This design comes from an exercise in tuning for small area, a short achievable clock period and few clock cycles per item on the open sky130 flow, not from production work.
At most, simulation tests tie the RTL to the original design; equivalence was not proved.
Power is estimated from default activity; no workload was simulated.

==> module sbox_ddt_row_scanner, before the edit <==
module sbox_ddt_row_scanner #(
  parameter int WIDTH = 6,
  parameter int CW    = WIDTH + 1
) (
  input  logic             clk,
  input  logic             rst,
  input  logic             start,
  input  logic [WIDTH-1:0] delta,
  output logic             busy,
  output logic             done,
  output logic [WIDTH-1:0] sbox_x0,
  output logic [WIDTH-1:0] sbox_x1,
  input  logic [WIDTH-1:0] sbox_y0,
  input  logic [WIDTH-1:0] sbox_y1,
  output logic [CW-1:0]    max_count,
  output logic [WIDTH-1:0] max_diff,
  input  logic [WIDTH-1:0] rd_addr,
  output logic [CW-1:0]    rd_count
);
  localparam int ENTRIES = 1 << WIDTH;
  localparam int NW      = WIDTH - 1;         
  localparam int NSLOT   = 8;                 
  localparam int HW      = CW - 3;            
  logic             busy_q;
  logic             done_q;
  logic             act_q;                    
  logic [NW-1:0]    n_q;                      
  logic [WIDTH-1:0] delta_q;
  logic [WIDTH-1:0] d_q;                      
  logic [1:0]       lo_q   [ENTRIES];
  logic [WIDTH-1:0] sidx_q [NSLOT];
  logic [HW-1:0]    shi_q  [NSLOT];
  logic [2:0]       ptr_q;                    
  logic [NW-1:0]    best_q;                   
  logic [WIDTH-1:0] best_idx_q;
  logic             accept;
  logic [WIDTH-1:0] key;
  logic [1:0]       lo_rd;
  logic [NSLOT-1:0] hit;
  logic [HW-1:0]    hi_rd;
  logic             hi_any;
  logic [NW-1:0]    seen;
  logic             upd;
  logic             wrap;
  logic [HW-1:0]    hi_inc;
  logic [WIDTH-1:0] low;
  logic [WIDTH-1:0] below;
  logic [WIDTH-1:0] above;
  logic [WIDTH-1:0] x0;
  always_comb begin
    accept = start & ~busy_q;
    key    = act_q ? d_q : rd_addr;
    lo_rd  = lo_q[key];
    hi_rd  = '0;
    for (int k = 0; k < NSLOT; k++) begin
      hit[k] = (sidx_q[k] == key) & (|shi_q[k]);
      hi_rd  = hi_rd | (shi_q[k] & {HW{hit[k]}});
    end
    hi_any = |hit;
    hi_inc = hi_rd + 1'b1;
    seen   = {hi_rd[2:0], lo_rd};
    wrap   = act_q & (&lo_rd);
    upd    = (seen > best_q) | ((seen == best_q) & (d_q < best_idx_q));
    low    = delta_q & (~delta_q + 1'b1);
    below  = low - 1'b1;
    above  = ~(below | low);
    x0     = (below & {1'b0, n_q}) | (above & {n_q, 1'b0});
  end
  always_ff @(posedge clk or posedge rst) begin
    if (rst) begin
      busy_q <= 1'b0;
      done_q <= 1'b0;
      act_q  <= 1'b0;
      n_q    <= '0;
    end else begin
      done_q <= act_q & ~(|n_q);
      if (accept) begin
        busy_q <= 1'b1;
        act_q  <= 1'b1;
        n_q    <= 1;
      end else begin
        if (done_q) busy_q <= 1'b0;
        if (~(|n_q)) act_q <= 1'b0;
        if (|n_q) n_q <= n_q + 1'b1;
      end
    end
  end
  always_ff @(posedge clk) begin
    d_q <= sbox_y0 ^ sbox_y1;
    if (accept) begin
      delta_q    <= delta;
      best_q     <= '0;
      best_idx_q <= '1;
      ptr_q      <= '0;
      for (int i = 0; i < ENTRIES; i++) lo_q[i] <= '0;
      for (int k = 0; k < NSLOT; k++) shi_q[k] <= '0;
    end else if (act_q) begin
      if (upd) begin
        best_q     <= seen;
        best_idx_q <= d_q;
      end
      lo_q[d_q] <= lo_rd + 1'b1;
      if (wrap) begin
        if (!hi_any) ptr_q <= ptr_q + 1'b1;
        for (int k = 0; k < NSLOT; k++)
          if (hit[k] | (~hi_any & (ptr_q == 3'(k)))) begin
            sidx_q[k] <= d_q;
            shi_q[k]  <= hi_inc;
          end
      end
    end
  end
  assign busy      = busy_q;
  assign done      = done_q;
  assign sbox_x0   = x0;
  assign sbox_x1   = x0 ^ (busy_q ? delta_q : delta);
  assign max_count = {{1'b0, best_q} + 1'b1, 1'b0};
  assign max_diff  = best_idx_q;
  assign rd_count  = {hi_rd, lo_rd, 1'b0};
endmodule
export LEC_CHECK = 0
export CAP_MARGIN = 20
export CORE_MARGIN = 2
export CORE_UTILIZATION = 40
export SLEW_MARGIN = 20
create_clock -name core_clock -period 5.0 [get_ports {clk}]
run.sh (not shown) runs the stock make flow with config.mk's settings and CLKGATE_MAP_FILE= SYNTH_SCRIPT=/design/flow/synth_recipe.tcl, a recipe that flattens the netlist after the stock synthesis.
Testbench counts at the start, summed over its fixed seeds: cycles 52,216, rows 1,536.
==> next run, changes <==
--- a/flow/design.v
+++ b/flow/design.v
@@ -23,10 +23,8 @@
   localparam int HW      = CW - 3;            
   logic             busy_q;
   logic             done_q;
-  logic             act_q;                    
   logic [NW-1:0]    n_q;                      
   logic [WIDTH-1:0] delta_q;
-  logic [WIDTH-1:0] d_q;                      
   logic [1:0]       lo_q   [ENTRIES];
   logic [WIDTH-1:0] sidx_q [NSLOT];
   logic [HW-1:0]    shi_q  [NSLOT];
@@ -34,6 +32,9 @@
   logic [NW-1:0]    best_q;                   
   logic [WIDTH-1:0] best_idx_q;
   logic             accept;
+  logic             act;
+  logic [WIDTH-1:0] diff_d;
+  logic [ENTRIES-1:0] dec;
   logic [WIDTH-1:0] key;
   logic [1:0]       lo_rd;
   logic [NSLOT-1:0] hit;
@@ -49,7 +50,10 @@
   logic [WIDTH-1:0] x0;
   always_comb begin
     accept = start & ~busy_q;
-    key    = act_q ? d_q : rd_addr;
+    act    = |n_q;
+    diff_d = sbox_y0 ^ sbox_y1;
+    key    = act ? diff_d : rd_addr;
+    for (int i = 0; i < ENTRIES; i++) dec[i] = (diff_d == WIDTH'(i));
     lo_rd  = lo_q[key];
     hi_rd  = '0;
     for (int k = 0; k < NSLOT; k++) begin
@@ -59,8 +63,8 @@
     hi_any = |hit;
     hi_inc = hi_rd + 1'b1;
     seen   = {hi_rd[2:0], lo_rd};
-    wrap   = act_q & (&lo_rd);
-    upd    = (seen > best_q) | ((seen == best_q) & (d_q < best_idx_q));
+    wrap   = act & (&lo_rd);
+    upd    = (seen > best_q) | ((seen == best_q) & (diff_d < best_idx_q));
     low    = delta_q & (~delta_q + 1'b1);
     below  = low - 1'b1;
     above  = ~(below | low);
@@ -70,41 +74,37 @@
     if (rst) begin
       busy_q <= 1'b0;
       done_q <= 1'b0;
-      act_q  <= 1'b0;
       n_q    <= '0;
     end else begin
-      done_q <= act_q & ~(|n_q);
+      done_q <= &n_q;
       if (accept) begin
         busy_q <= 1'b1;
-        act_q  <= 1'b1;
         n_q    <= 1;
       end else begin
         if (done_q) busy_q <= 1'b0;
-        if (~(|n_q)) act_q <= 1'b0;
-        if (|n_q) n_q <= n_q + 1'b1;
+        if (act) n_q <= n_q + 1'b1;
       end
     end
   end
   always_ff @(posedge clk) begin
-    d_q <= sbox_y0 ^ sbox_y1;
     if (accept) begin
       delta_q    <= delta;
       best_q     <= '0;
-      best_idx_q <= '1;
+      best_idx_q <= diff_d;
       ptr_q      <= '0;
-      for (int i = 0; i < ENTRIES; i++) lo_q[i] <= '0;
+      for (int i = 0; i < ENTRIES; i++) lo_q[i] <= {1'b0, dec[i]};
       for (int k = 0; k < NSLOT; k++) shi_q[k] <= '0;
-    end else if (act_q) begin
+    end else if (act) begin
       if (upd) begin
         best_q     <= seen;
-        best_idx_q <= d_q;
+        best_idx_q <= diff_d;
       end
-      lo_q[d_q] <= lo_rd + 1'b1;
+      lo_q[diff_d] <= lo_rd + 1'b1;
       if (wrap) begin
         if (!hi_any) ptr_q <= ptr_q + 1'b1;
         for (int k = 0; k < NSLOT; k++)
           if (hit[k] | (~hi_any & (ptr_q == 3'(k)))) begin
-            sidx_q[k] <= d_q;
+            sidx_q[k] <= diff_d;
             shi_q[k]  <= hi_inc;
           end
       end
What happened: Via count rose by about a fifth; setup slack gains 0.029 ns; non-clock buffer count rose by 60; power fell slightly; clock-buffer cell count fell by 5; register-to-register slack loses 0.51 ns; sequential share of layout area fell by 1.9 points; sequential power fell by a few percent; first-iteration DRC count rose by well over a third; clock skew rose by 0.0053 ns; combinational power barely changes; critical path depth rose by 6.
The RTL of the second run of this note was laid out without a check of its function.

-- afterwards: timing with drivers on the ports --
No port has a modelled driver above. Below, the same layouts with a new extraction and two added sets of constraints. Step 1: set_driving_cell puts a clkbuf_16 on clk and a buf_2 on each other input, an assumption about the parent block. Step 2, shift: input delay + t, output delay - t, t = (earliest + latest rising clock arrival at the registers) / 2. This alone moves slack from input paths to output paths. Three values: ideal, step 1, step 2; two values: the first two.
| run | t (ns) | slack for setup (ns) | hold WS [ns] |
|---|---|---|---|
| the first run | 0.584 | 0.107 / 0.082 / 0.082 | 0.443 / 0.443 / 0.443 |
| the second run | 0.589 | 0.136 / 0.088 / -0.068 | 0.477 / 0.477 / 0.477 |
With both steps, setup timing fails in the second run, where it was met with ideal ports. For the second run, which loses most, drivers alone change the setup slack by -0.048 ns; drivers and shift together by -0.204 ns.
